Background: an optimization exercise with open tools, aiming at small area. Do not read the settings as production practice.
Function was checked by simulation only, so behaviour that the tests miss may differ from the original.

## flow/design.v (module list and top-level ports; edited modules follow where they fit)
// module ssc_prn_step: 15 lines
// module ssc_fa: 4 lines
// module ssc_ha: 4 lines
// module ssc_sin_rom: 299 lines
// module ssc_gain_mul: 482 lines
// module ssc_add32_c: 110 lines
// module ssc_add32_p: 110 lines
// module ssc_tx_chan: 134 lines
module ssc_tx_chan
#(
    parameter logic [15:0] BASE   = 16'h0800,
    parameter int          SIN_AW = 13
) (
    input  logic        clk,
    input  logic        rst,
    input  logic [31:0] addr,
    input  logic [31:0] Wdata,
    input  logic        write,
    input  logic        read,
    output logic [31:0] Rdata,
    input  logic        tick,
    output logic [15:0] DAC,
    output logic        pushDAC,
    output logic        epoch
);
  // ...
==> flow/run.sh <==
#!/bin/bash
# synth_recipe.tcl (not shown) runs the flow's synth.tcl, then flattens the netlist and writes it again
# the make line also repeats each setting of config.mk as NAME=value (left out here)
make -C /OpenROAD-flow-scripts/flow DESIGN_CONFIG=/design/flow/config.mk WORK_HOME=/design/flow/orfs CLKGATE_MAP_FILE= SYNTH_SCRIPT=/design/flow/synth_recipe.tcl finish
==> flow/config.mk <==
export PLATFORM = sky130hd
export DESIGN_NAME = ssc_tx_chan
export DESIGN_NICKNAME = ssc_tx_chan
export VERILOG_FILES = /design/flow/design.v
export SDC_FILE = /design/flow/constraint.sdc
export NUM_CORES = 4
export LEC_CHECK = 0
export ABC_AREA = 1
export CAP_MARGIN = 20
export CORE_MARGIN = 2
export CORE_UTILIZATION = 40
export SLEW_MARGIN = 20
export SYNTH_HIERARCHICAL = 1
==> flow/constraint.sdc <==
create_clock -name core_clock -period 9.0 [get_ports {clk}]
set_input_delay 1.8000 -clock core_clock [delete_from_list [all_inputs] [get_ports {clk}]]
set_output_delay 1.8000 -clock core_clock [all_outputs]
set_load 0.01 [all_outputs]
==> flow_summary.yaml, run 1 <==
timing:
  setup_viol_count_final: 0
  fmax_mhz: 118
  fin_tns_setup_ns: 0
  maxSlewHeadroom_pct: 29.6
drt:
  met1_length_um: 31600
  drt_iter0_markers: 1532
  vias_per_cell: 5.66
  dr_wl_met2_um: 36900
worst_setup_path:
  critPathBufInv: 5
  r2r_cells: 27
  cp-start-kind: "flop"
  endpoint: "dac_q[4]"
  critical_path_class: "flop to flop"
layout:
  seq_cells: 293
  final.clkbuf_count: 52
  final_cell_area_um2: 27300
  multi_input_area_share_pct: 55.3
  layout-drive-gt1-share_pct: 7.79
run_status:
  outcome: "finished clean"
placement:
  dp_cells: 3582
die:
  start_util_pct: 40.4
yosys:
  avgSynthCellArea_um2: 8.73
hold_path:
  holdPathEnd: "n2_q"
clock_tree:
  cts_tree: "built"
grt:
  grt_util_met1_pct: 31.3
==> module ssc_sin_rom, before the edit <==
module ssc_sin_rom (
    input  logic [12:0] a,
    output logic [14:0] t
);
    wire q0 = ~a[0];
    wire q1 = ~(a[0] & a[1]);
    wire q2 = ~(a[0] & a[2]);
    wire q3 = ~(a[0] & a[3]);
    wire q4 = ~(a[0] & a[4]);
    wire q5 = ~(a[0] & a[5]);
    wire q6 = ~(a[0] & a[6]);
    wire q7 = ~(a[0] & a[7]);
    wire q8 = ~(a[0] & a[8]);
    wire q9 = ~(a[0] & a[9]);
    wire q10 = ~(a[0] & a[10]);
    wire q11 = ~(a[0] & a[11]);
    wire q12 = ~(a[0] & a[12]);
    wire q13 = ~a[1];
    wire q14 = ~(a[1] & a[2]);
    wire q15 = ~(a[1] & a[3]);
    wire q16 = ~(a[1] & a[4]);
    wire q17 = ~(a[1] & a[5]);
    wire q18 = ~(a[1] & a[6]);
    wire q19 = ~(a[1] & a[7]);
    wire q20 = ~(a[1] & a[8]);
    wire q21 = ~(a[1] & a[9]);
    wire q22 = ~(a[1] & a[10]);
    wire q23 = ~(a[1] & a[11]);
    wire q24 = ~(a[1] & a[12]);
    wire q25 = ~a[2];
    wire q26 = ~(a[2] & a[3]);
    wire q27 = ~(a[2] & a[4]);
    wire q28 = ~(a[2] & a[5]);
    wire q29 = ~(a[2] & a[6]);
    wire q30 = ~(a[2] & a[7]);
    wire q31 = ~(a[2] & a[8]);
    wire q32 = ~(a[2] & a[9]);
    wire q33 = ~(a[2] & a[10]);
    wire q34 = ~(a[2] & a[11]);
    wire q35 = ~(a[2] & a[12]);
    wire q36 = ~a[3];
    wire q37 = ~(a[3] & a[4]);
    wire q38 = ~(a[3] & a[5]);
    wire q39 = ~(a[3] & a[6]);
    wire q40 = ~(a[3] & a[7]);
    wire q41 = ~(a[3] & a[8]);
    wire q42 = ~(a[3] & a[9]);
    wire q43 = ~(a[3] & a[10]);
    wire q44 = ~(a[3] & a[11]);
    wire q45 = ~(a[3] & a[12]);
    wire q46 = ~a[4];
    wire q47 = ~(a[4] & a[5]);
    wire q48 = ~(a[4] & a[6]);
    wire q49 = ~(a[4] & a[7]);
    wire q50 = ~(a[4] & a[8]);
    wire q51 = ~(a[4] & a[9]);
    wire q52 = ~(a[4] & a[10]);
    wire q53 = ~(a[4] & a[11]);
    wire q54 = ~(a[4] & a[12]);
    wire q55 = ~a[5];
    wire q56 = ~(a[5] & a[6]);
    wire q57 = ~(a[5] & a[7]);
    wire q58 = ~(a[5] & a[8]);
    wire q59 = ~(a[5] & a[9]);
    wire q60 = ~(a[5] & a[10]);
    wire q61 = ~(a[5] & a[11]);
    wire q62 = ~(a[5] & a[12]);
    wire q63 = ~a[6];
    wire q64 = ~(a[6] & a[7]);
    wire q65 = ~(a[6] & a[8]);
    wire q66 = ~(a[6] & a[9]);
    wire q67 = ~(a[6] & a[10]);
    wire q68 = ~(a[6] & a[11]);
    wire q69 = ~(a[6] & a[12]);
    wire q70 = ~a[7];
    wire q71 = ~(a[7] & a[8]);
    wire q72 = ~(a[7] & a[9]);
    wire q73 = ~(a[7] & a[10]);
    wire q74 = ~(a[7] & a[11]);
    wire q75 = ~(a[7] & a[12]);
    wire q76 = ~a[8];
    wire q77 = ~(a[8] & a[9]);
    wire q78 = ~(a[8] & a[10]);
    wire q79 = ~(a[8] & a[11]);
    wire q80 = ~(a[8] & a[12]);
    wire q81 = ~a[9];
    wire q82 = ~(a[9] & a[10]);
    wire q83 = ~(a[9] & a[11]);
    wire q84 = ~(a[9] & a[12]);
    wire q85 = ~a[10];
    wire q86 = ~(a[10] & a[11]);
    wire q87 = ~(a[10] & a[12]);
    wire q88 = ~a[11];
    wire q89 = ~(a[11] & a[12]);
    wire q90 = ~a[12];
    wire q91 = ~q9;
    wire q92 = ~q10;
    wire q93 = ~(q11 ^ q22);
    wire q94 = q11 | q22;
    wire q95, q96;
    ssc_ha u_q95 (.a(q32), .b(q41), .s(q95), .co(q96));
    wire q97 = ~(q12 ^ q23);
    wire q98 = q12 | q23;
    wire q99, q100;
    ssc_ha u_q99 (.a(q33), .b(q42), .s(q99), .co(q100));
    wire q101, q102;
    ssc_fa u_q101 (.a(a[0]), .b(q24), .c(q34), .s(q101), .co(q102));
    wire q103, q104;
    ssc_fa u_q103 (.a(q43), .b(q51), .c(q58), .s(q103), .co(q104));
    wire q105, q106;
    ssc_fa u_q105 (.a(a[1]), .b(q35), .c(q44), .s(q105), .co(q106));
    wire q107, q108;
    ssc_fa u_q107 (.a(a[2]), .b(q45), .c(q53), .s(q107), .co(q108));
    wire q109 = ~q5;
    wire q110 = ~q6;
    wire q111 = ~(q7 ^ q18);
    wire q112 = q7 | q18;
    wire q113, q114;
    ssc_ha u_q113 (.a(q28), .b(q37), .s(q113), .co(q114));
    wire q115 = ~(q8 ^ q19);
    wire q116 = q8 | q19;
    wire q117, q118;
    ssc_ha u_q117 (.a(q29), .b(q38), .s(q117), .co(q118));
    wire q119, q120;
    ssc_fa u_q119 (.a(q20), .b(q30), .c(q39), .s(q119), .co(q120));
    wire q121, q122;
    ssc_fa u_q121 (.a(q47), .b(q55), .c(q91), .s(q121), .co(q122));
    wire q123, q124;
    ssc_fa u_q123 (.a(q21), .b(q31), .c(q40), .s(q123), .co(q124));
    wire q125, q126;
    ssc_fa u_q125 (.a(q48), .b(q9), .c(q92), .s(q125), .co(q126));
    wire q127, q128;
    ssc_fa u_q127 (.a(q49), .b(q56), .c(q63), .s(q127), .co(q128));
    wire q129, q130;
    ssc_fa u_q129 (.a(q10), .b(q93), .c(q95), .s(q129), .co(q130));
    wire q131, q132;
    ssc_fa u_q131 (.a(q50), .b(q57), .c(q97), .s(q131), .co(q132));
    wire q133, q134;
    ssc_fa u_q133 (.a(q99), .b(q94), .c(q96), .s(q133), .co(q134));
    wire q135, q136;
    ssc_fa u_q135 (.a(q64), .b(q70), .c(q98), .s(q135), .co(q136));
    wire q137, q138;
    ssc_fa u_q137 (.a(q100), .b(q101), .c(q103), .s(q137), .co(q138));
    wire q139, q140;
    ssc_fa u_q139 (.a(q52), .b(q59), .c(q65), .s(q139), .co(q140));
    wire q141, q142;
    ssc_fa u_q141 (.a(q105), .b(q102), .c(q104), .s(q141), .co(q142));
    wire q143, q144;
    ssc_fa u_q143 (.a(q60), .b(q66), .c(q71), .s(q143), .co(q144));
    wire q145, q146;
    ssc_fa u_q145 (.a(q76), .b(q107), .c(q106), .s(q145), .co(q146));
    wire q147, q148;
    ssc_fa u_q147 (.a(a[3]), .b(q54), .c(q61), .s(q147), .co(q148));
    wire q149, q150;
    ssc_fa u_q149 (.a(q67), .b(q72), .c(q108), .s(q149), .co(q150));
    wire q151, q152;
    ssc_fa u_q151 (.a(a[4]), .b(q62), .c(q68), .s(q151), .co(q152));
    wire q153, q154;
    ssc_fa u_q153 (.a(q73), .b(q77), .c(q81), .s(q153), .co(q154));
    wire q155, q156;
    ssc_fa u_q155 (.a(a[5]), .b(q69), .c(q74), .s(q155), .co(q156));
    wire q157, q158;
    ssc_fa u_q157 (.a(a[6]), .b(q75), .c(q79), .s(q157), .co(q158));
    wire q159 = ~q3;
    wire q160 = ~q4;
    wire q161, q162;
    ssc_fa u_q161 (.a(q16), .b(q26), .c(q36), .s(q161), .co(q162));
    wire q163, q164;
    ssc_fa u_q163 (.a(q17), .b(q27), .c(q5), .s(q163), .co(q164));
    wire q165, q166;
    ssc_fa u_q165 (.a(q46), .b(q6), .c(q111), .s(q165), .co(q166));
    wire q167, q168;
    ssc_fa u_q167 (.a(q115), .b(q117), .c(q112), .s(q167), .co(q168));
    wire q169, q170;
    ssc_fa u_q169 (.a(q116), .b(q118), .c(q119), .s(q169), .co(q170));
    wire q171, q172;
    ssc_fa u_q171 (.a(q123), .b(q120), .c(q125), .s(q171), .co(q172));
    wire q173, q174;
    ssc_fa u_q173 (.a(q127), .b(q124), .c(q126), .s(q173), .co(q174));
    wire q175, q176;
    ssc_fa u_q175 (.a(q128), .b(q131), .c(q133), .s(q175), .co(q176));
    wire q177, q178;
    ssc_fa u_q177 (.a(q135), .b(q132), .c(q134), .s(q177), .co(q178));
    wire q179, q180;
    ssc_fa u_q179 (.a(q139), .b(q136), .c(q141), .s(q179), .co(q180));
    wire q181, q182;
    ssc_fa u_q181 (.a(q143), .b(q140), .c(q145), .s(q181), .co(q182));
    wire q183, q184;
    ssc_fa u_q183 (.a(q147), .b(q144), .c(q149), .s(q183), .co(q184));
    wire q185, q186;
    ssc_fa u_q185 (.a(q151), .b(q153), .c(q148), .s(q185), .co(q186));
    wire q187, q188;
    ssc_fa u_q187 (.a(q78), .b(q155), .c(q152), .s(q187), .co(q188));
    wire q189, q190;
    ssc_fa u_q189 (.a(q82), .b(q85), .c(q157), .s(q189), .co(q190));
    wire q191, q192;
    ssc_fa u_q191 (.a(a[7]), .b(q80), .c(q83), .s(q191), .co(q192));
    wire q193, q194;
    ssc_fa u_q193 (.a(a[8]), .b(q84), .c(q86), .s(q193), .co(q194));
    wire q195 = ~q1;
    wire q196 = ~q2;
    wire q197, q198;
    ssc_fa u_q197 (.a(q14), .b(q25), .c(q159), .s(q197), .co(q198));
    wire q199, q200;
    ssc_fa u_q199 (.a(q15), .b(q3), .c(q160), .s(q199), .co(q200));
    wire q201, q202;
    ssc_fa u_q201 (.a(q4), .b(q109), .c(q161), .s(q201), .co(q202));
    wire q203, q204;
    ssc_fa u_q203 (.a(q110), .b(q163), .c(q162), .s(q203), .co(q204));
    wire q205, q206;
    ssc_fa u_q205 (.a(q113), .b(q164), .c(q165), .s(q205), .co(q206));
    wire q207, q208;
    ssc_fa u_q207 (.a(q114), .b(q167), .c(q166), .s(q207), .co(q208));
    wire q209, q210;
    ssc_fa u_q209 (.a(q121), .b(q168), .c(q169), .s(q209), .co(q210));
    wire q211, q212;
    ssc_fa u_q211 (.a(q122), .b(q170), .c(q171), .s(q211), .co(q212));
    wire q213, q214;
    ssc_fa u_q213 (.a(q129), .b(q173), .c(q172), .s(q213), .co(q214));
    wire q215, q216;
    ssc_fa u_q215 (.a(q130), .b(q174), .c(q175), .s(q215), .co(q216));
    wire q217, q218;
    ssc_fa u_q217 (.a(q137), .b(q177), .c(q176), .s(q217), .co(q218));
    wire q219, q220;
    ssc_fa u_q219 (.a(q138), .b(q178), .c(q179), .s(q219), .co(q220));
    wire q221, q222;
    ssc_fa u_q221 (.a(q142), .b(q181), .c(q180), .s(q221), .co(q222));
    wire q223, q224;
    ssc_fa u_q223 (.a(q146), .b(q183), .c(q182), .s(q223), .co(q224));
    wire q225, q226;
    ssc_fa u_q225 (.a(q150), .b(q185), .c(q184), .s(q225), .co(q226));
    wire q227, q228;
    ssc_fa u_q227 (.a(q154), .b(q187), .c(q186), .s(q227), .co(q228));
    wire q229, q230;
    ssc_fa u_q229 (.a(q156), .b(q189), .c(q188), .s(q229), .co(q230));
    wire q231, q232;
    ssc_fa u_q231 (.a(q158), .b(q191), .c(q190), .s(q231), .co(q232));
    wire q233, q234;
    ssc_fa u_q233 (.a(q88), .b(q193), .c(q192), .s(q233), .co(q234));
    wire q235, q236;
    ssc_fa u_q235 (.a(a[9]), .b(q87), .c(q194), .s(q235), .co(q236));
    wire q237, q238;
    ssc_fa u_q237 (.a(a[10]), .b(q89), .c(q90), .s(q237), .co(q238));
    wire q239 = (q13 & q195) | ((q13 | q195) & q0);
    wire q240 = (q196 & q1) | ((q196 | q1) & q239);
    wire q241 = (q197 & q2) | ((q197 | q2) & q240);
    wire q242 = (q199 & q198) | ((q199 | q198) & q241);
    wire q243 = (q201 & q200) | ((q201 | q200) & q242);
    wire q244 = (q203 & q202) | ((q203 | q202) & q243);
    wire q245 = (q205 & q204) | ((q205 | q204) & q244);
    wire q246 = (q207 & q206) | ((q207 | q206) & q245);
    wire q247 = (q209 & q208) | ((q209 | q208) & q246);
    wire q249;
    ssc_fa u_q248 (.a(q211), .b(q210), .c(q247), .s(t[0]), .co(q249));
    wire q251;
    ssc_fa u_q250 (.a(q213), .b(q212), .c(q249), .s(t[1]), .co(q251));
    wire q253;
    ssc_fa u_q252 (.a(q215), .b(q214), .c(q251), .s(t[2]), .co(q253));
    wire q255;
    ssc_fa u_q254 (.a(q217), .b(q216), .c(q253), .s(t[3]), .co(q255));
    wire q257;
    ssc_fa u_q256 (.a(q219), .b(q218), .c(q255), .s(t[4]), .co(q257));
    wire q259;
    ssc_fa u_q258 (.a(q221), .b(q220), .c(q257), .s(t[5]), .co(q259));
    wire q261;
    ssc_fa u_q260 (.a(q223), .b(q222), .c(q259), .s(t[6]), .co(q261));
    wire q262, q263;
    ssc_ha u_q262 (.a(q225), .b(q224), .s(q262), .co(q263));
    wire q264, q265;
    ssc_fa u_q264 (.a(q227), .b(q226), .c(q263), .s(q264), .co(q265));
    wire q266, q267;
    ssc_fa u_q266 (.a(q229), .b(q228), .c(q265), .s(q266), .co(q267));
    wire q268, q269;
    ssc_fa u_q268 (.a(q231), .b(q230), .c(q267), .s(q268), .co(q269));
    wire q270, q271;
    ssc_fa u_q270 (.a(q233), .b(q232), .c(q269), .s(q270), .co(q271));
    wire q272, q273;
    ssc_fa u_q272 (.a(q235), .b(q234), .c(q271), .s(q272), .co(q273));
    wire q274, q275;
    ssc_fa u_q274 (.a(q237), .b(q236), .c(q273), .s(q274), .co(q275));
    wire q276, q277;
    ssc_fa u_q276 (.a(a[11]), .b(q238), .c(q275), .s(q276), .co(q277));
    assign t[7] = q262 ^ q261;
    assign t[8] = q264 ^ (q261 & q262);
    wire q280 = q262 & q264;
    assign t[9] = q266 ^ (q261 & q280);
    wire q282 = q280 & q266;
    assign t[10] = q268 ^ (q261 & q282);
    wire q284 = q282 & q268;
    assign t[11] = q270 ^ (q261 & q284);
    wire q286 = q284 & q270;
    assign t[12] = q272 ^ (q261 & q286);
    wire q288 = q286 & q272;
    assign t[13] = q274 ^ (q261 & q288);
    wire q290 = q288 & q274;
    assign t[14] = q276 ^ (q261 & q290);
    wire q292 = q290 & q276;
    wire q293 = q277 | (q261 & q292);
endmodule
==> module ssc_add32_c, before the edit <==
module ssc_add32_c (
    input  logic [31:0] x,
    input  logic [31:0] y,
    output logic [31:0] s
);
    wire d1;
    ssc_ha u_d0 (.a(x[0]), .b(y[0]), .s(s[0]), .co(d1));
    wire d3;
    ssc_fa u_d2 (.a(x[1]), .b(y[1]), .c(d1), .s(s[1]), .co(d3));
    wire d5;
    ssc_fa u_d4 (.a(x[2]), .b(y[2]), .c(d3), .s(s[2]), .co(d5));
    wire d7;
    ssc_fa u_d6 (.a(x[3]), .b(y[3]), .c(d5), .s(s[3]), .co(d7));
    wire d9;
    ssc_fa u_d8 (.a(x[4]), .b(y[4]), .c(d7), .s(s[4]), .co(d9));
    wire d11;
    ssc_fa u_d10 (.a(x[5]), .b(y[5]), .c(d9), .s(s[5]), .co(d11));
    wire d13;
    ssc_fa u_d12 (.a(x[6]), .b(y[6]), .c(d11), .s(s[6]), .co(d13));
    wire d15;
    ssc_fa u_d14 (.a(x[7]), .b(y[7]), .c(d13), .s(s[7]), .co(d15));
    wire d17;
    ssc_fa u_d16 (.a(x[8]), .b(y[8]), .c(d15), .s(s[8]), .co(d17));
    wire d19;
    ssc_fa u_d18 (.a(x[9]), .b(y[9]), .c(d17), .s(s[9]), .co(d19));
    wire d21;
    ssc_fa u_d20 (.a(x[10]), .b(y[10]), .c(d19), .s(s[10]), .co(d21));
    wire d23;
    ssc_fa u_d22 (.a(x[11]), .b(y[11]), .c(d21), .s(s[11]), .co(d23));
    wire d24, d25;
    ssc_ha u_d24 (.a(x[12]), .b(y[12]), .s(d24), .co(d25));
    wire d26, d27;
    ssc_fa u_d26 (.a(x[13]), .b(y[13]), .c(d25), .s(d26), .co(d27));
    wire d28, d29;
    ssc_fa u_d28 (.a(x[14]), .b(y[14]), .c(d27), .s(d28), .co(d29));
    wire d30, d31;
    ssc_fa u_d30 (.a(x[15]), .b(y[15]), .c(d29), .s(d30), .co(d31));
    wire d32, d33;
    ssc_fa u_d32 (.a(x[16]), .b(y[16]), .c(d31), .s(d32), .co(d33));
    wire d34, d35;
    ssc_fa u_d34 (.a(x[17]), .b(y[17]), .c(d33), .s(d34), .co(d35));
    wire d36, d37;
    ssc_fa u_d36 (.a(x[18]), .b(y[18]), .c(d35), .s(d36), .co(d37));
    wire d38, d39;
    ssc_fa u_d38 (.a(x[19]), .b(y[19]), .c(d37), .s(d38), .co(d39));
    wire d40, d41;
    ssc_fa u_d40 (.a(x[20]), .b(y[20]), .c(d39), .s(d40), .co(d41));
    wire d42, d43;
    ssc_fa u_d42 (.a(x[21]), .b(y[21]), .c(d41), .s(d42), .co(d43));
    assign s[12] = d24 ^ d23;
    assign s[13] = d26 ^ (d23 & d24);
    wire d46 = d24 & d26;
    assign s[14] = d28 ^ (d23 & d46);
    wire d48 = d46 & d28;
    assign s[15] = d30 ^ (d23 & d48);
    wire d50 = d48 & d30;
    assign s[16] = d32 ^ (d23 & d50);
    wire d52 = d50 & d32;
    assign s[17] = d34 ^ (d23 & d52);
    wire d54 = d52 & d34;
    assign s[18] = d36 ^ (d23 & d54);
    wire d56 = d54 & d36;
    assign s[19] = d38 ^ (d23 & d56);
    wire d58 = d56 & d38;
    assign s[20] = d40 ^ (d23 & d58);
    wire d60 = d58 & d40;
    assign s[21] = d42 ^ (d23 & d60);
    wire d62 = d60 & d42;
    wire d63 = d43 | (d23 & d62);
    wire d64, d65;
    ssc_ha u_d64 (.a(x[22]), .b(y[22]), .s(d64), .co(d65));
    wire d66, d67;
    ssc_fa u_d66 (.a(x[23]), .b(y[23]), .c(d65), .s(d66), .co(d67));
    wire d68, d69;
    ssc_fa u_d68 (.a(x[24]), .b(y[24]), .c(d67), .s(d68), .co(d69));
    wire d70, d71;
    ssc_fa u_d70 (.a(x[25]), .b(y[25]), .c(d69), .s(d70), .co(d71));
    wire d72, d73;
    ssc_fa u_d72 (.a(x[26]), .b(y[26]), .c(d71), .s(d72), .co(d73));
    wire d74, d75;
    ssc_fa u_d74 (.a(x[27]), .b(y[27]), .c(d73), .s(d74), .co(d75));
    wire d76, d77;
    ssc_fa u_d76 (.a(x[28]), .b(y[28]), .c(d75), .s(d76), .co(d77));
    wire d78, d79;
    ssc_fa u_d78 (.a(x[29]), .b(y[29]), .c(d77), .s(d78), .co(d79));
    wire d80, d81;
    ssc_fa u_d80 (.a(x[30]), .b(y[30]), .c(d79), .s(d80), .co(d81));
    wire d82, d83;
    ssc_fa u_d82 (.a(x[31]), .b(y[31]), .c(d81), .s(d82), .co(d83));
    assign s[22] = d64 ^ d63;
    assign s[23] = d66 ^ (d63 & d64);
    wire d86 = d64 & d66;
    assign s[24] = d68 ^ (d63 & d86);
    wire d88 = d86 & d68;
    assign s[25] = d70 ^ (d63 & d88);
    wire d90 = d88 & d70;
    assign s[26] = d72 ^ (d63 & d90);
    wire d92 = d90 & d72;
    assign s[27] = d74 ^ (d63 & d92);
    wire d94 = d92 & d74;
    assign s[28] = d76 ^ (d63 & d94);
    wire d96 = d94 & d76;
    assign s[29] = d78 ^ (d63 & d96);
    wire d98 = d96 & d78;
    assign s[30] = d80 ^ (d63 & d98);
    wire d100 = d98 & d80;
    assign s[31] = d82 ^ (d63 & d100);
    wire d102 = d100 & d82;
    wire d103 = d83 | (d63 & d102);
endmodule
==> run 2, diff against run 1 <==
--- a/flow/design.v
+++ b/flow/design.v
@@ -312,14 +312,14 @@
     ssc_fa u_q258 (.a(q221), .b(q220), .c(q257), .s(t[5]), .co(q259));
     wire q261;
     ssc_fa u_q260 (.a(q223), .b(q222), .c(q259), .s(t[6]), .co(q261));
-    wire q262, q263;
-    ssc_ha u_q262 (.a(q225), .b(q224), .s(q262), .co(q263));
-    wire q264, q265;
-    ssc_fa u_q264 (.a(q227), .b(q226), .c(q263), .s(q264), .co(q265));
-    wire q266, q267;
-    ssc_fa u_q266 (.a(q229), .b(q228), .c(q265), .s(q266), .co(q267));
+    wire q263;
+    ssc_fa u_q262 (.a(q225), .b(q224), .c(q261), .s(t[7]), .co(q263));
+    wire q265;
+    ssc_fa u_q264 (.a(q227), .b(q226), .c(q263), .s(t[8]), .co(q265));
+    wire q267;
+    ssc_fa u_q266 (.a(q229), .b(q228), .c(q265), .s(t[9]), .co(q267));
     wire q268, q269;
-    ssc_fa u_q268 (.a(q231), .b(q230), .c(q267), .s(q268), .co(q269));
+    ssc_ha u_q268 (.a(q231), .b(q230), .s(q268), .co(q269));
     wire q270, q271;
     ssc_fa u_q270 (.a(q233), .b(q232), .c(q269), .s(q270), .co(q271));
     wire q272, q273;
@@ -328,22 +328,16 @@
     ssc_fa u_q274 (.a(q237), .b(q236), .c(q273), .s(q274), .co(q275));
     wire q276, q277;
     ssc_fa u_q276 (.a(a[11]), .b(q238), .c(q275), .s(q276), .co(q277));
-    assign t[7] = q262 ^ q261;
-    assign t[8] = q264 ^ (q261 & q262);
-    wire q280 = q262 & q264;
-    assign t[9] = q266 ^ (q261 & q280);
-    wire q282 = q280 & q266;
-    assign t[10] = q268 ^ (q261 & q282);
-    wire q284 = q282 & q268;
-    assign t[11] = q270 ^ (q261 & q284);
-    wire q286 = q284 & q270;
-    assign t[12] = q272 ^ (q261 & q286);
-    wire q288 = q286 & q272;
-    assign t[13] = q274 ^ (q261 & q288);
-    wire q290 = q288 & q274;
-    assign t[14] = q276 ^ (q261 & q290);
-    wire q292 = q290 & q276;
-    wire q293 = q277 | (q261 & q292);
+    assign t[10] = q268 ^ q267;
+    assign t[11] = q270 ^ (q267 & q268);
+    wire q280 = q268 & q270;
+    assign t[12] = q272 ^ (q267 & q280);
+    wire q282 = q280 & q272;
+    assign t[13] = q274 ^ (q267 & q282);
+    wire q284 = q282 & q274;
+    assign t[14] = q276 ^ (q267 & q284);
+    wire q286 = q284 & q276;
+    wire q287 = q277 | (q267 & q286);
 endmodule
 module ssc_gain_mul (
     input  logic [14:0] t,
@@ -856,16 +850,16 @@
     ssc_fa u_d20 (.a(x[10]), .b(y[10]), .c(d19), .s(s[10]), .co(d21));
     wire d23;
     ssc_fa u_d22 (.a(x[11]), .b(y[11]), .c(d21), .s(s[11]), .co(d23));
-    wire d24, d25;
-    ssc_ha u_d24 (.a(x[12]), .b(y[12]), .s(d24), .co(d25));
-    wire d26, d27;
-    ssc_fa u_d26 (.a(x[13]), .b(y[13]), .c(d25), .s(d26), .co(d27));
-    wire d28, d29;
-    ssc_fa u_d28 (.a(x[14]), .b(y[14]), .c(d27), .s(d28), .co(d29));
-    wire d30, d31;
-    ssc_fa u_d30 (.a(x[15]), .b(y[15]), .c(d29), .s(d30), .co(d31));
+    wire d25;
+    ssc_fa u_d24 (.a(x[12]), .b(y[12]), .c(d23), .s(s[12]), .co(d25));
+    wire d27;
+    ssc_fa u_d26 (.a(x[13]), .b(y[13]), .c(d25), .s(s[13]), .co(d27));
+    wire d29;
+    ssc_fa u_d28 (.a(x[14]), .b(y[14]), .c(d27), .s(s[14]), .co(d29));
+    wire d31;
+    ssc_fa u_d30 (.a(x[15]), .b(y[15]), .c(d29), .s(s[15]), .co(d31));
     wire d32, d33;
-    ssc_fa u_d32 (.a(x[16]), .b(y[16]), .c(d31), .s(d32), .co(d33));
+    ssc_ha u_d32 (.a(x[16]), .b(y[16]), .s(d32), .co(d33));
     wire d34, d35;
     ssc_fa u_d34 (.a(x[17]), .b(y[17]), .c(d33), .s(d34), .co(d35));
     wire d36, d37;
@@ -876,66 +870,58 @@
     ssc_fa u_d40 (.a(x[20]), .b(y[20]), .c(d39), .s(d40), .co(d41));
     wire d42, d43;
     ssc_fa u_d42 (.a(x[21]), .b(y[21]), .c(d41), .s(d42), .co(d43));
-    assign s[12] = d24 ^ d23;
-    assign s[13] = d26 ^ (d23 & d24);
-    wire d46 = d24 & d26;
-    assign s[14] = d28 ^ (d23 & d46);
-    wire d48 = d46 & d28;
-    assign s[15] = d30 ^ (d23 & d48);
-    wire d50 = d48 & d30;
-    assign s[16] = d32 ^ (d23 & d50);
-    wire d52 = d50 & d32;
-    assign s[17] = d34 ^ (d23 & d52);
-    wire d54 = d52 & d34;
-    assign s[18] = d36 ^ (d23 & d54);
-    wire d56 = d54 & d36;
-    assign s[19] = d38 ^ (d23 & d56);
-    wire d58 = d56 & d38;
-    assign s[20] = d40 ^ (d23 & d58);
-    wire d60 = d58 & d40;
-    assign s[21] = d42 ^ (d23 & d60);
-    wire d62 = d60 & d42;
-    wire d63 = d43 | (d23 & d62);
-    wire d64, d65;
-    ssc_ha u_d64 (.a(x[22]), .b(y[22]), .s(d64), .co(d65));
-    wire d66, d67;
-    ssc_fa u_d66 (.a(x[23]), .b(y[23]), .c(d65), .s(d66), .co(d67));
-    wire d68, d69;
-    ssc_fa u_d68 (.a(x[24]), .b(y[24]), .c(d67), .s(d68), .co(d69));
-    wire d70, d71;
-    ssc_fa u_d70 (.a(x[25]), .b(y[25]), .c(d69), .s(d70), .co(d71));
-    wire d72, d73;
-    ssc_fa u_d72 (.a(x[26]), .b(y[26]), .c(d71), .s(d72), .co(d73));
-    wire d74, d75;
-    ssc_fa u_d74 (.a(x[27]), .b(y[27]), .c(d73), .s(d74), .co(d75));
-    wire d76, d77;
-    ssc_fa u_d76 (.a(x[28]), .b(y[28]), .c(d75), .s(d76), .co(d77));
-    wire d78, d79;
-    ssc_fa u_d78 (.a(x[29]), .b(y[29]), .c(d77), .s(d78), .co(d79));
-    wire d80, d81;
-    ssc_fa u_d80 (.a(x[30]), .b(y[30]), .c(d79), .s(d80), .co(d81));
-    wire d82, d83;
-    ssc_fa u_d82 (.a(x[31]), .b(y[31]), .c(d81), .s(d82), .co(d83));
-    assign s[22] = d64 ^ d63;
-    assign s[23] = d66 ^ (d63 & d64);
-    wire d86 = d64 & d66;
-    assign s[24] = d68 ^ (d63 & d86);
-    wire d88 = d86 & d68;
-    assign s[25] = d70 ^ (d63 & d88);
-    wire d90 = d88 & d70;
-    assign s[26] = d72 ^ (d63 & d90);
-    wire d92 = d90 & d72;
-    assign s[27] = d74 ^ (d63 & d92);
-    wire d94 = d92 & d74;
-    assign s[28] = d76 ^ (d63 & d94);
-    wire d96 = d94 & d76;
-    assign s[29] = d78 ^ (d63 & d96);
-    wire d98 = d96 & d78;
-    assign s[30] = d80 ^ (d63 & d98);
-    wire d100 = d98 & d80;
-    assign s[31] = d82 ^ (d63 & d100);
-    wire d102 = d100 & d82;
-    wire d103 = d83 | (d63 & d102);
+    wire d44, d45;
+    ssc_fa u_d44 (.a(x[22]), .b(y[22]), .c(d43), .s(d44), .co(d45));
+    wire d46, d47;
+    ssc_fa u_d46 (.a(x[23]), .b(y[23]), .c(d45), .s(d46), .co(d47));
+    wire d48, d49;
+    ssc_fa u_d48 (.a(x[24]), .b(y[24]), .c(d47), .s(d48), .co(d49));
+    wire d50, d51;
+    ssc_fa u_d50 (.a(x[25]), .b(y[25]), .c(d49), .s(d50), .co(d51));
+    wire d52, d53;
+    ssc_fa u_d52 (.a(x[26]), .b(y[26]), .c(d51), .s(d52), .co(d53));
+    wire d54, d55;
+    ssc_fa u_d54 (.a(x[27]), .b(y[27]), .c(d53), .s(d54), .co(d55));
+    wire d56, d57;
+    ssc_fa u_d56 (.a(x[28]), .b(y[28]), .c(d55), .s(d56), .co(d57));
+    wire d58, d59;
+    ssc_fa u_d58 (.a(x[29]), .b(y[29]), .c(d57), .s(d58), .co(d59));
+    wire d60, d61;
+    ssc_fa u_d60 (.a(x[30]), .b(y[30]), .c(d59), .s(d60), .co(d61));
+    wire d62, d63;
+    ssc_fa u_d62 (.a(x[31]), .b(y[31]), .c(d61), .s(d62), .co(d63));
+    assign s[16] = d32 ^ d31;
+    assign s[17] = d34 ^ (d31 & d32);
+    wire d66 = d32 & d34;
+    assign s[18] = d36 ^ (d31 & d66);
+    wire d68 = d66 & d36;
+    assign s[19] = d38 ^ (d31 & d68);
+    wire d70 = d68 & d38;
+    assign s[20] = d40 ^ (d31 & d70);
+    wire d72 = d70 & d40;
+    assign s[21] = d42 ^ (d31 & d72);
+    wire d74 = d72 & d42;
+    assign s[22] = d44 ^ (d31 & d74);
+    wire d76 = d74 & d44;
+    assign s[23] = d46 ^ (d31 & d76);
+    wire d78 = d76 & d46;
+    assign s[24] = d48 ^ (d31 & d78);
+    wire d80 = d78 & d48;
+    assign s[25] = d50 ^ (d31 & d80);
+    wire d82 = d80 & d50;
+    assign s[26] = d52 ^ (d31 & d82);
+    wire d84 = d82 & d52;
+    assign s[27] = d54 ^ (d31 & d84);
+    wire d86 = d84 & d54;
+    assign s[28] = d56 ^ (d31 & d86);
+    wire d88 = d86 & d56;
+    assign s[29] = d58 ^ (d31 & d88);
+    wire d90 = d88 & d58;
+    assign s[30] = d60 ^ (d31 & d90);
+    wire d92 = d90 & d60;
+    assign s[31] = d62 ^ (d31 & d92);
+    wire d94 = d92 & d62;
+    wire d95 = d63 | (d31 & d94);
 endmodule
 module ssc_add32_p (
     input  logic [31:0] x,
==> flow/flow/run.sh (new file) <==
#!/bin/bash
# The standard layout (standard.sh), changed only in two ways: the port buffers use the
# smallest buffer cell, and clock tree synthesis inserts no dummy loads.
# Each tool's full output stays in the ORFS logs under orfs/logs; make's output goes to
# standard.log in this folder.
set -euo pipefail
export BUFFER_PORTS_ARGS="-buffer_cell sky130_fd_sc_hd__buf_1"
export CTS_ARGS="-sink_clustering_enable -repair_clock_nets -dont_use_dummy_load"
bash standard.sh > standard.log 2>&1
==> flow/standard.sh (new file) <==
#!/bin/bash
# synth_recipe.tcl (not shown) runs the flow's synth.tcl, then flattens the netlist and writes it again
# the make line also repeats each setting of config.mk as NAME=value (left out here)
make -C /OpenROAD-flow-scripts/flow DESIGN_CONFIG=/design/flow/config.mk WORK_HOME=/design/flow/orfs CLKGATE_MAP_FILE= SYNTH_SCRIPT=/design/flow/synth_recipe.tcl "${@:-finish}"
removed: flow/run.sh
==> flow_summary.yaml, run 2 <==
run_status:
  outcome: "finished clean"
layout:
  multi_input_area_um2: 15000
  areaGrowthSynthToFinish_pct: 9.08
  regArea_um2: 7180
  fin_nets: 3177
  fillers: 5854
  final_cell_mix: "nand2_1 (494), inv_1 (353), dfrtp_1 (263)"
  diodes: 0
  layout-drive-gt1-share_pct: 7.35
  layout_commonest_cell: "nand2_1"
grt:
  grt_start_max_net_pins: 156
  grt_antenna_before_repair: 1
  grt_pass1_wl_um: 119000
  grt_pass1_vias: 20932
  grt_usage_pct: 24.3
  overflow: 0
yosys:
  yosysSeqAreaShare_pct: 29.7
  synth_compound_area_share_pct: 14.5
  synthFlopType: "dfrtp_1"
  avgSynthCellArea_um2: 8.76
  yosys.area.top_type: "dfrtp_1"
  async_reset_ff_share_pct: 89.8
  synthMuxAreaShare_pct: 0.746
  ys_ff_latch: 293
  yosys_warnings: 8
  synth.distinct_cells: 54
  synth_edf_count: 0
  synth_common_cells: "nand2_1 (499), inv_1 (356), dfrtp_1 (263)"
  synth_area_leaders: "dfrtp_1 (27%), fa_1 (20%), nand2_1 (7.8%)"
  synthSimpleGateAreaFrac_pct: 17.1
  synth_fa_ha_area_share_pct: 22.5
  syn_area_um2: 24200
  synth_top_family_by_area: "adder cells"
  synth_xor_area_share_pct: 6.91
  synthCells: 2760
  yosysMostFrequentCell: "nand2_1"
  synth_top_area_share_pct: 27.2
clock_tree:
  post_cts_resized: 0
  clk_pin_slew_worst_paths_ns: 0.05
  htreeDepth: 2
  cts_setup_buffers: 0
  root_buffer: "clkbuf_16"
  clk_latency_ns: 0.58
  ctsHoldBuffers: 0
  cts_sinks: 293
  cts_buffer_depth: 3
  cts_tree: "built"
  cts_buffers: 36
timing:
  maxSlewHeadroom_pct: 32.6
  rsz0062_at_grt: "no"
  fin_skew_ns: 0.0531
  post-route-period-util_pct: 94.4
  fin_tns_setup_ns: 0
  slew_violations: 0
  hold_violations: 0
  setup_ws_ns: 0.500
  fmax_mhz: 118
  setup_viol_count_final: 0
  worst_pin_slew_ns: 1.01
  finalCriticalPeriod_ns: 8.50
flow_run:
  drv_cap: 0
placement:
  dpl_worst_slack_ns: 0.484
  gp_congestion: 0.936
  hpwlAfterDp_um: 55000
  io_buffers: 102
die:
  rows: 90
  die_h_um: 250
  die_w_um: 250
  coreArea_um2: 60000
  die_area_um2: 62400
  start_util_pct: 40.3
  io-pin-count: 119
drt:
  drc: 0
  wl_per_cell_um: 20.9
  first_pass_iters: 6
  vias_per_cell: 5.64
  wirelength_um: 75100
  ant_nets: 0
  vias: 20285
  drt_iter0_markers: 1647
worst_setup_path:
  end_kind: "flop"
  critical_path_class: "flop to flop"
  r2r_start: "t2_q[7]"
  r2r_cells: 27
  arrival_ns: 8.91
  cp-start-kind: "flop"
  critPathMaxFanout: 9
  cp.required_ns: 9.41
  r2r-end: "dac_q[2]"
  r2r_slack_ns: 0.50
hold_path:
  hold_depth: 0
  holdPathEnd: "n2_q"
  holdCritStartpoint: "n1_q"
  hold_path_class: "flop to flop"
[run 2: cell types whose count changed in the layout (fill, tap and decap cells not counted), moves of 7 or more]
cell,change
buf_1,+102
clkbuf_1,-8
clkbuf_8,-7
clkdlybuf4s50_1,-102
nand2_1,-13
[run 2: metal layers]
layer | wire, um | track usage (%)
met1 | 31600 | 32.1
met2 | 37200 | 41.6
met3 | 3850 | 2.77
met4 | 2430 | 8.16
met5 | 0 | 0
[run 2: stage by stage]
step	utilization (%)	area, um^2	instances	hold WS, ns
2_1_floorplan	-	24200	2760	0.310
3_3_place_gp	42.3	25400	3560	0.313
3_5_place_dp	42.3	25400	3560	0.314
4_1_cts	43.8	26300	3596	0.337
5_1_grt	43.9	26400	3599	0.345
6_report	43.9	26400	3599	0.337
[run 2: cell type report]
cell class / instances / area share [%]
clock buffer: 36 / 3.42
inverter: 370 / 5.30
multi-input combinational: 1951 / 56.9
sequential: 293 / 27.2
tap: 782 / 3.71
timing repair buffer: 167 / 3.46
[run 2: logic make-up after synthesis]
kind of cell	Yosys count
DFF	293
buffers and inverters	516
muxes	16
xor gates and xnor gates	189
AOI/OAI and AO/OA	552
and+or+nand+nor	905
adders and majority gates	289
[run 2: worst max-delay path by stage]
stage	start	cells past startpoint	slack, ns	endpoint
2_1_floorplan	n2_q	31	0.91	dac_q[1]
3_3_place_gp	chph_q[0]	37	0.51	ecnt_q[21]
3_5_place_dp	chph_q[0]	37	0.48	ecnt_q[20]
4_1_cts	chph_q[0]	37	0.41	ecnt_q[20]
5_1_grt	t2_q[7]	27	0.08	dac_q[3]
6_report	t2_q[7]	27	0.50	dac_q[2]
[run 2: modules after synthesis (local to each module, per instance)]
module,flip-flops and latches,cells inside,copies in the design
ssc_ha,0,1,29
ssc_tx_chan,293,1500,1
ssc_gain_mul,0,537,1
ssc_prn_step,0,136,1
ssc_add32_c,0,62,1
ssc_sin_rom,0,163,1
ssc_fa,0,1,244
ssc_add32_p,0,89,1
[run 2: worst max-delay path, stage by stage (launching register included)]
cell and delay [ns]:
dfxtp_1 0.35, xnor2_1 0.76, inv_2 0.29, xor2_1 0.25
fa_1 0.52, fa_1 0.56, fa_1 0.45, fa_1 0.49
nand2_1 0.08, o21ai_0 0.07, inv_1 0.05, a21oi_1 0.08
fa_1 0.39, fa_1 0.39, fa_1 0.39, fa_1 0.39
fa_1 0.39, fa_1 0.38, fa_1 0.38, fa_1 0.39
inv_1 0.18, nor4_4 0.08, xnor2_1 0.27, and2_4 0.26
inv_6 0.06, a21oi_1 0.13, inv_1 0.06, mux2_2 0.26
==> run 3, diff against run 2 <==
--- a/flow/flow/run.sh
+++ b/flow/flow/run.sh
@@ -5,5 +5,5 @@
 # standard.log in this folder.
 set -euo pipefail
 export BUFFER_PORTS_ARGS="-buffer_cell sky130_fd_sc_hd__buf_1"
-export CTS_ARGS="-sink_clustering_enable -repair_clock_nets -dont_use_dummy_load"
+export CTS_ARGS="-sink_clustering_enable -repair_clock_nets -dont_use_dummy_load -buf_list {sky130_fd_sc_hd__clkbuf_8} -sink_clustering_size 10 -sink_clustering_max_diameter 50"
 bash standard.sh > standard.log 2>&1
==> flow_summary.yaml, run 3 <==
run_status:
  outcome: "finished clean"
yosys:
  synth_common_cells: "nand2_1 (499), inv_1 (356), dfrtp_1 (263)"
  synth_top_area_share_pct: 27.2
  synthFlopType: "dfrtp_1"
  synth.distinct_cells: 54
  avgSynthCellArea_um2: 8.76
  yosysMostFrequentCell: "nand2_1"
  ys_ff_latch: 293
  synth_edf_count: 0
  syn_area_um2: 24200
  synth_area_leaders: "dfrtp_1 (27%), fa_1 (20%), nand2_1 (7.8%)"
  yosys_warnings: 8
  async_reset_ff_share_pct: 89.8
  yosys.area.top_type: "dfrtp_1"
  synthCells: 2760
  yosysSeqAreaShare_pct: 29.7
drt:
  vias_per_cell: 5.64
  first_pass_iters: 6
  ant_nets: 0
  drt_iter0_markers: 1619
  wirelength_um: 75000
  vias: 20325
  wl_per_cell_um: 20.8
  drc: 0
layout:
  final_cell_mix: "nand2_1 (495), inv_1 (353), dfrtp_1 (263)"
  fin_util_pct: 43.3
  layout-drive-gt1-share_pct: 7.44
  fin_nets: 3181
  diodes: 0
  layout_commonest_cell: "nand2_1"
  stdcell_count: 3603
  areaGrowthSynthToFinish_pct: 7.62
  fillers: 5903
worst_setup_path:
  path_depth: 26
  critPathMaxStageDelay_ns: 0.75
  end_kind: "flop"
  r2r_slack_ns: 0.50
  critical_path_class: "flop to flop"
  cp-start-kind: "flop"
  r2r_cells: 26
  cpLargestDelayFamily: "adder cells"
  critPathBufInv: 2
  crit_top_cell: "fa_1"
  cp.required_ns: 9.53
  critPathMaxFanout: 8
  cp_slowest_cell: "xnor2_1"
  arrival_ns: 9.03
flow_run:
  drv_cap: 0
clock_tree:
  root_buffer: "clkbuf_8"
  clk_pin_slew_worst_paths_ns: 0.07
  ctsHoldBuffers: 0
  cts_sinks: 293
  cts_tree: "built"
  htreeDepth: 2
  cts_buffers: 40
  clk_latency_ns: 0.63
  cts_setup_buffers: 0
  cts_buffer_depth: 3
grt:
  grt_util_met1_pct: 32.0
  overflow: 0
  grt_usage_pct: 24.2
  grt_pass1_wl_um: 119000
  use_met2_pct: 41.5
  grt_pass1_vias: 20873
  grt_antenna_before_repair: 2
  gr-usage-met3_pct: 2.94
  top_usage_layer: "met2"
  grt_start_max_net_pins: 156
timing:
  worst_hold_slack_ns: 0.324
  rsz0062_at_grt: "no"
  fin_skew_ns: 0.0664
  maxSlewHeadroom_pct: 27.7
  post-route-period-util_pct: 94.4
  fmax_mhz: 118
  finalCriticalPeriod_ns: 8.50
  setup_viol_count_final: 0
  hold_violations: 0
  fin_tns_setup_ns: 0
  slew_violations: 0
  worst_pin_slew_ns: 1.08
placement:
  dp_cells: 3560
  io_buffers: 102
  hpwlAfterDp_um: 55000
  gp_congestion: 0.936
hold_path:
  hold_path_class: "flop to flop"
  hold_depth: 0
die:
  start_util_pct: 40.3
  die_h_um: 250
  io-pin-count: 119
  rows: 90
  die_area_um2: 62400
  die_w_um: 250
  coreArea_um2: 60000
## run 3: changes by cell type in the layout (fill, tap and decap cells not counted), sizes merged
cell	delta
clkbuf	+4
## run 3: final timing paths
kind,startpoint,to
hold / removal,n1_q,n2_q
setup reg to reg,n2_q,dac_q[0]
setup / recovery,n2_q,dac_q[0]
min in group asynchronous,rst,chf_q[27]
hold reg to reg,n1_q,n2_q
max in group asynchronous,rst,chf_q[0]
## run 3: worst register-to-register path: cells and delay by family, from the launching register on
family                   cells  cell delay, ns
AO/OA/AOI/OAI                3            0.41
XOR/XNOR                     2            1.00
adder cells (fa/ha/maj)     13            5.46
buffers and inverters        2            0.34
flip-flops                   1            0.34
multiplexers                 1            0.20
AND/OR/NAND/NOR              5            0.70
## run 3: area by class of cell
cell class / instances / area, um^2 / share of cell area, %
Multi-Input combinational cell: 1951 / 15000 / 57.6
Sequential cell: 293 / 7180 / 27.6
Inverter: 370 / 1400 / 5.37
Tap cell: 782 / 978 / 3.76
Timing Repair Buffer: 167 / 911 / 3.50
Clock buffer: 40 / 551 / 2.12
## run 3: modules after synthesis, one instance, submodules excluded
module        cells inside  flip-flops and latches  times used  cell area [um^2]
ssc_add32_c             62                       0           1               353
ssc_add32_p             89                       0           1               457
ssc_fa                   1                       0         244              20.0
ssc_gain_mul           537                       0           1              3290
ssc_ha                   1                       0          29              12.5
ssc_prn_step           136                       0           1               623
ssc_sin_rom            163                       0           1               696
ssc_tx_chan           1500                     293           1             13500
## run 3: what timing repair did
action | CTS | global route
gates resized for setup | 0 | 1
setup endpoints to repair | 0 | 4
hold endpoints to repair | 0 | 0
## run 3: per-stage QoR
step	cell area (um^2)	setup slack, ns
3_3_place_gp	25400	0.507
5_1_grt	26000	0.0727
6_report	26000	0.501
3_5_place_dp	25400	0.484
2_1_floorplan	24200	0.914
4_1_cts	26000	0.440
## run 3: logic make-up (layout without fill, tap and decap cells)
family	Yosys count	count (layout)	share of synthesized area [%]
and+or+nand+nor	905	905	17.1
buffers and inverters	516	577	8.40
xor gates and xnor gates	189	189	6.91
AOI/OAI and AO/OA	552	552	14.5
adders and majority gates	289	289	22.5
muxes	16	16	0.746
DFF	293	293	29.7
## run 3: metal layers
layer / wire length [um] / share of wire [%]
met1: 31800 / 42
met2: 37200 / 50
met3: 3850 / 5.1
met4: 2150 / 2.9
met5: 0 / 0
==> run 4, diff against run 3 <==
--- a/flow/flow/run.sh
+++ b/flow/flow/run.sh
@@ -1,6 +1,7 @@
 #!/bin/bash
 # The standard layout (standard.sh), changed only in two ways: the port buffers use the
-# smallest buffer cell, and clock tree synthesis inserts no dummy loads.
+# smallest buffer cell, and clock tree synthesis inserts no dummy loads and uses clkbuf_8
+# buffers on clusters of at most 10 sinks.
 # Each tool's full output stays in the ORFS logs under orfs/logs; make's output goes to
 # standard.log in this folder.
 set -euo pipefail
--- a/flow/config.mk
+++ b/flow/config.mk
@@ -9,5 +9,6 @@
 export CAP_MARGIN = 20
 export CORE_MARGIN = 2
 export CORE_UTILIZATION = 40
+export GPL_TIMING_DRIVEN = 0
 export SLEW_MARGIN = 20
 export SYNTH_HIERARCHICAL = 1
==> flow_summary.yaml, run 4 <==
drt:
  wl_per_cell_um: 23.1
  wirelength_um: 85400
  vias_per_cell: 5.70
  drt_iter0_markers: 2110
  vias: 21074
  first_pass_iters: 9
  drc: 0
  ant_nets: 0
layout:
  layout_commonest_cell: "nand2_1"
  regArea_um2: 7180
  final_cell_mix: "nand2_1 (496), inv_1 (355), dfrtp_1 (263)"
  areaGrowthSynthToFinish_pct: 9.25
  fin_nets: 3276
  fillers: 5920
  multi_input_area_um2: 15000
  final_cell_area_um2: 26400
  fin_util_pct: 44.0
  diodes: 0
  stdcell_count: 3698
  layout-drive-gt1-share_pct: 6.34
grt:
  use_met2_pct: 47.0
  grt_util_met1_pct: 34.8
  grt_usage_pct: 27.7
  grt_antenna_before_repair: 0
  top_usage_layer: "met2"
  gr-usage-met3_pct: 4.13
  overflow: 0
  grt_pass1_wl_um: 131000
  grt_pass1_vias: 21877
  grt_start_max_net_pins: 32
placement:
  placed_area_um2: 25700
  hpwlAfterDp_um: 68700
  io_buffers: 102
  gp_congestion: 0.947
  dp_cells: 3653
yosys:
  ys_ff_latch: 293
  synth_edf_count: 0
  synth.distinct_cells: 54
  synth_area_leaders: "dfrtp_1 (27%), fa_1 (20%), nand2_1 (7.8%)"
  synth_top_area_share_pct: 27.2
  yosys.area.top_type: "dfrtp_1"
  yosysMostFrequentCell: "nand2_1"
  yosysSeqAreaShare_pct: 29.7
  synthCells: 2760
  avgSynthCellArea_um2: 8.76
  yosys_warnings: 8
  syn_area_um2: 24200
  synthFlopType: "dfrtp_1"
  async_reset_ff_share_pct: 89.8
  synth_common_cells: "nand2_1 (499), inv_1 (356), dfrtp_1 (263)"
die:
  die_h_um: 250
  rows: 90
  coreArea_um2: 60000
  die_area_um2: 62400
  start_util_pct: 40.3
  io-pin-count: 119
  die_w_um: 250
timing:
  maxSlewHeadroom_pct: 24.8
  worst_pin_slew_ns: 1.12
  fmax_mhz: 115
  setup_viol_count_final: 0
  worst_hold_slack_ns: 0.344
  fin_skew_ns: 0.0695
  finalCriticalPeriod_ns: 8.66
  post-route-period-util_pct: 96.3
  slew_violations: 0
  hold_violations: 0
  rsz0062_at_grt: "no"
worst_setup_path:
  crit_top_cell: "fa_1"
  critical_path_class: "flop to flop"
  cp-start-kind: "flop"
  arrival_ns: 9.15
  critPathMaxFanout: 8
  cp.required_ns: 9.49
  cp_slowest_cell: "fa_1"
  end_kind: "flop"
  critPathMaxStageDelay_ns: 0.45
clock_tree:
  ctsHoldBuffers: 0
  clk_latency_ns: 0.64
  cts_buffer_depth: 3
  clk_pin_slew_worst_paths_ns: 0.07
  cts_sinks: 293
  cts_buffers: 41
  htreeDepth: 2
  root_buffer: "clkbuf_8"
  cts_tree: "built"
flow_run:
  drv_cap: 0
hold_path:
  hold_path_class: "flop to flop"
run_status:
  outcome: "finished clean"
run 4: cell counts after synthesis:
No cell type changed its count.
run 4: critical path: cells and delay by family (launching register included):
kind	cells	cell delay (ns)
buffers and inverters	4	0.41
AND/OR/NAND/NOR	20	2.77
flip-flops	1	0.43
AO/OA/AOI/OAI	1	0.09
adder cells (fa/ha/maj)	12	4.84
run 4: final timing paths:
path | from | end | slack (ns) | cells after the start
setup / recovery | chph_q[0] | ecnt_q[20] | 0.34 | 37
hold / removal | n1_q | n2_q | 0.34 | 0
setup reg to reg | chph_q[0] | ecnt_q[20] | 0.34 | 37
hold reg to reg | n1_q | n2_q | 0.34 | 0
max in group asynchronous | rst | dac_q[2] | 6.52 | 6
min in group asynchronous | rst | ecnt_q[26] | 1.17 | 2
run 4: cell type report:
cell class,instances,area share (%)
tap,782,3.71
timing repair buffer,115,2.25
clock buffer,41,2.14
sequential,293,27.2
multi-input combinational,1951,57.0
buffer,146,2.42
inverter,370,5.31
run 4: logic make-up after synthesis:
family | count (synthesis) | synth area share, %
AO/OA/AOI/OAI | 552 | 14.5
XOR/XNOR | 189 | 6.91
adder cells (fa/ha/maj) | 289 | 22.5
buffers and inverters | 516 | 8.40
flip-flops | 293 | 29.7
multiplexers | 16 | 0.746
AND/OR/NAND/NOR | 905 | 17.1
run 4: per-layer routing:
| layer | up-vias | wire, um | part of all wire, % |
|---|---|---|---|
| met3 | 205 | 5320 | 6.2 |
| li1 | 9501 | - | - |
| met4 | 0 | 4520 | 5.3 |
| met2 | 865 | 41600 | 49 |
| met5 | - | 0 | 0 |
| met1 | 10503 | 33900 | 40 |
run 4: per-module statistics from Yosys (local to each module, per instance):
module,flip-flops and latches,cells,cell area (um^2)
ssc_add32_c,0,62,353
ssc_prn_step,0,136,623
ssc_tx_chan,293,1500,13500
ssc_add32_p,0,89,457
ssc_ha,0,1,12.5
ssc_fa,0,1,20.0
ssc_gain_mul,0,537,3290
ssc_sin_rom,0,163,696
run 4: repair_timing:
item,in CTS,in global routing
buffers inserted,0,4
endpoints found under the setup margin,2,19
gates resized for setup,1,18
pin swaps,0,5
run 4: stage by stage:
step,setup slack [ns],setup TNS [ns]
after floorplan,0.914,0
after global placement,0.0171,0
after detailed placement,-0.0313,-0.0313
after CTS,0.0937,0
after global routing,0.00603,0
final,0.336,0
==> run 5, diff against run 4 <==
--- a/flow/flow/run.sh
+++ b/flow/flow/run.sh
@@ -5,6 +5,7 @@
 # Each tool's full output stays in the ORFS logs under orfs/logs; make's output goes to
 # standard.log in this folder.
 set -euo pipefail
+export REMOVE_ABC_BUFFERS=1
 export BUFFER_PORTS_ARGS="-buffer_cell sky130_fd_sc_hd__buf_1"
 export CTS_ARGS="-sink_clustering_enable -repair_clock_nets -dont_use_dummy_load -buf_list {sky130_fd_sc_hd__clkbuf_8} -sink_clustering_size 10 -sink_clustering_max_diameter 50"
 bash standard.sh > standard.log 2>&1
==> flow_summary.yaml, run 5 <==
run_status:
  outcome: "finished clean"
die:
  die_h_um: 250
  coreArea_um2: 60000
  start_util_pct: 40.3
  die_area_um2: 62400
  rows: 90
  io-pin-count: 119
  die_w_um: 250
flow_run:
  drv_cap: 0
timing:
  setup_ws_ns: 0.370
  worst_pin_slew_ns: 1.14
  fin_skew_ns: 0.0702
  setup_viol_count_final: 0
  post-route-period-util_pct: 95.9
  hold_violations: 0
  finalCriticalPeriod_ns: 8.63
  maxSlewHeadroom_pct: 24.0
  slew_violations: 0
  rsz0062_at_grt: "yes"
  worst_hold_slack_ns: 0.350
  fin_tns_setup_ns: 0
  fmax_mhz: 116
drt:
  drt_iter0_markers: 1552
  ant_nets: 0
  vias_per_cell: 5.69
  vias: 20271
  wl_per_cell_um: 20.5
  wirelength_um: 73200
  first_pass_iters: 6
  drc: 0
layout:
  fin_util_pct: 43.2
  areaGrowthSynthToFinish_pct: 7.30
  fin_nets: 3143
  diodes: 0
  stdcell_count: 3565
  final_cell_mix: "nand2_1 (490), inv_1 (351), dfrtp_1 (263)"
  final_cell_area_um2: 25900
  layout-drive-gt1-share_pct: 6.93
  layout_commonest_cell: "nand2_1"
grt:
  grt_pass1_wl_um: 116000
  grt_antenna_before_repair: 0
  overflow: 0
  grt_pass1_vias: 20573
  grt_usage_pct: 23.6
  grt_start_max_net_pins: 90
worst_setup_path:
  arrival_ns: 9.06
  cp-start-kind: "flop"
  critPathMaxStageDelay_ns: 0.46
  critPathMaxFanout: 17
  cp.required_ns: 9.43
  r2r_start: "chph_q[0]"
  crit_top_cell: "fa_1"
  cp_slowest_cell: "fa_1"
  end_kind: "flop"
  critical_path_class: "flop to flop"
  r2r_cells: 37
  r2r-end: "ecnt_q[20]"
  r2r_slack_ns: 0.37
placement:
  placed_area_um2: 25200
  dpl_worst_slack_ns: -0.619
  io_buffers: 102
  hpwlAfterDp_um: 53700
  gp_congestion: 0.907
  dp_cells: 3516
yosys:
  async_reset_ff_share_pct: 89.8
  synth_edf_count: 0
  synth_area_leaders: "dfrtp_1 (27%), fa_1 (20%), nand2_1 (7.8%)"
  yosys_warnings: 8
  yosysMostFrequentCell: "nand2_1"
  synth.distinct_cells: 54
  synthFlopType: "dfrtp_1"
  synthCells: 2760
  yosysSeqAreaShare_pct: 29.7
  syn_area_um2: 24200
  yosys.area.top_type: "dfrtp_1"
  avgSynthCellArea_um2: 8.76
  ys_ff_latch: 293
  synth_top_area_share_pct: 27.2
  synth_common_cells: "nand2_1 (499), inv_1 (356), dfrtp_1 (263)"
clock_tree:
  cts_tree: "built"
  cts_sinks: 293
  cts_buffers: 42
  clk_latency_ns: 0.64
  clk_pin_slew_worst_paths_ns: 0.07
  cts_buffer_depth: 3
  ctsHoldBuffers: 0
  htreeDepth: 2
  root_buffer: "clkbuf_8"
hold_path:
  holdCritStartpoint: "vld_pipe[0]"
  hold_path_class: "flop to flop"
  hold_depth: 0
  holdPathEnd: "vld_pipe[1]"
==> run 5: cell counts after synthesis <==
Identical to the previous run, type by type.
==> run 5: cell families after synthesis <==
family	Yosys count	synth area share, %
compound gates	552	14.5
xor+xnor	189	6.91
fa+ha+maj	289	22.5
buf+inv	516	8.40
flops	293	29.7
mux	16	0.746
simple gates	905	17.1
==> run 5: area by class of cell <==
cell class	count	area (um^2)
clock buffer	42	578
fill	5902	34100
inverter	370	1410
multi-input combinational	1951	15100
sequential	293	7180
tap	782	978
timing repair buffer	127	687
==> run 5: metal layers <==
layer  vias up  global-route usage, %  routed length (um)
met5         -                      0                   0
met4         0                   8.14                2470
met2       700                   40.5               36400
li1       9222                      -                   -
met3       157                   2.63                3690
met1     10192                   31.0               30600
==> run 5: worst max path at each step <==
| stage | from | cells past startpoint | end | slack [ns] |
|---|---|---|---|---|
| after floorplan | rst | 1 | amp_q[0] | -0.04 |
| after global placement | rst | 2 | dac_q[4] | -3.50 |
| after detailed placement | chph_q[0] | 37 | ecnt_q[20] | -0.62 |
| after CTS | chph_q[0] | 37 | ecnt_q[20] | 0.07 |
| after global routing | chph_q[0] | 37 | ecnt_q[20] | -0.02 |
| final | chph_q[0] | 37 | ecnt_q[20] | 0.37 |
==> run 5: repair_timing <==
action / CTS / global route
buffers inserted: 1 / 6
endpoints found under the setup margin: 7 / 20
endpoints found under the hold margin: 0 / 0
pin swaps: 0 / 1
gates cloned: 0 / 0
gates resized for setup: 5 / 7
==> run 5: worst max-delay path, delay by kind of cell (launching register included) <==
kind            cells  cell delay, ns
buf+inv             4            0.45
compound gates      1            0.13
flops               1            0.41
fa+ha+maj          12            4.83
simple gates       20            2.59
==> run 5: modules after synthesis, one instance, submodules excluded <==
module	area (um^2)	flip-flops and latches	cells	times used
ssc_prn_step	623	0	136	1
ssc_add32_c	353	0	62	1
ssc_tx_chan	13500	293	1500	1
ssc_ha	12.5	0	1	29
ssc_gain_mul	3290	0	537	1
ssc_add32_p	457	0	89	1
ssc_sin_rom	696	0	163	1
ssc_fa	20.0	0	1	244

## afterwards: timing with drivers on the ports
In the flow no input, the clock included, has a driving cell. The finished layouts below were timed again as built, in two steps. Step 1: set_driving_cell puts a clkbuf_16 on clk and a buf_2 on each other input, an assumption about the parent block. Step 2 times the ports against the registers' clock, not the clock port: input delays grow and output delays shrink by t, the midpoint of the rising clock arrivals with the driver on. Three values: ideal ports, drivers, drivers and shift; two values: the first two.
run	t (ns)	setup WS [ns]	worst register clock-pin slew, ns
run 1	0.605	0.510 / 0.510 / 0.510	0.06 / 0.06
run 2	0.603	0.500 / 0.500 / 0.500	0.07 / 0.07
run 3	0.639	0.501 / 0.501 / 0.501	0.08 / 0.08
run 4	0.655	0.336 / 0.336 / 0.336	0.08 / 0.08
run 5	0.651	0.370 / 0.370 / 0.370	0.08 / 0.08
After both steps setup and hold are still met in every run listed.
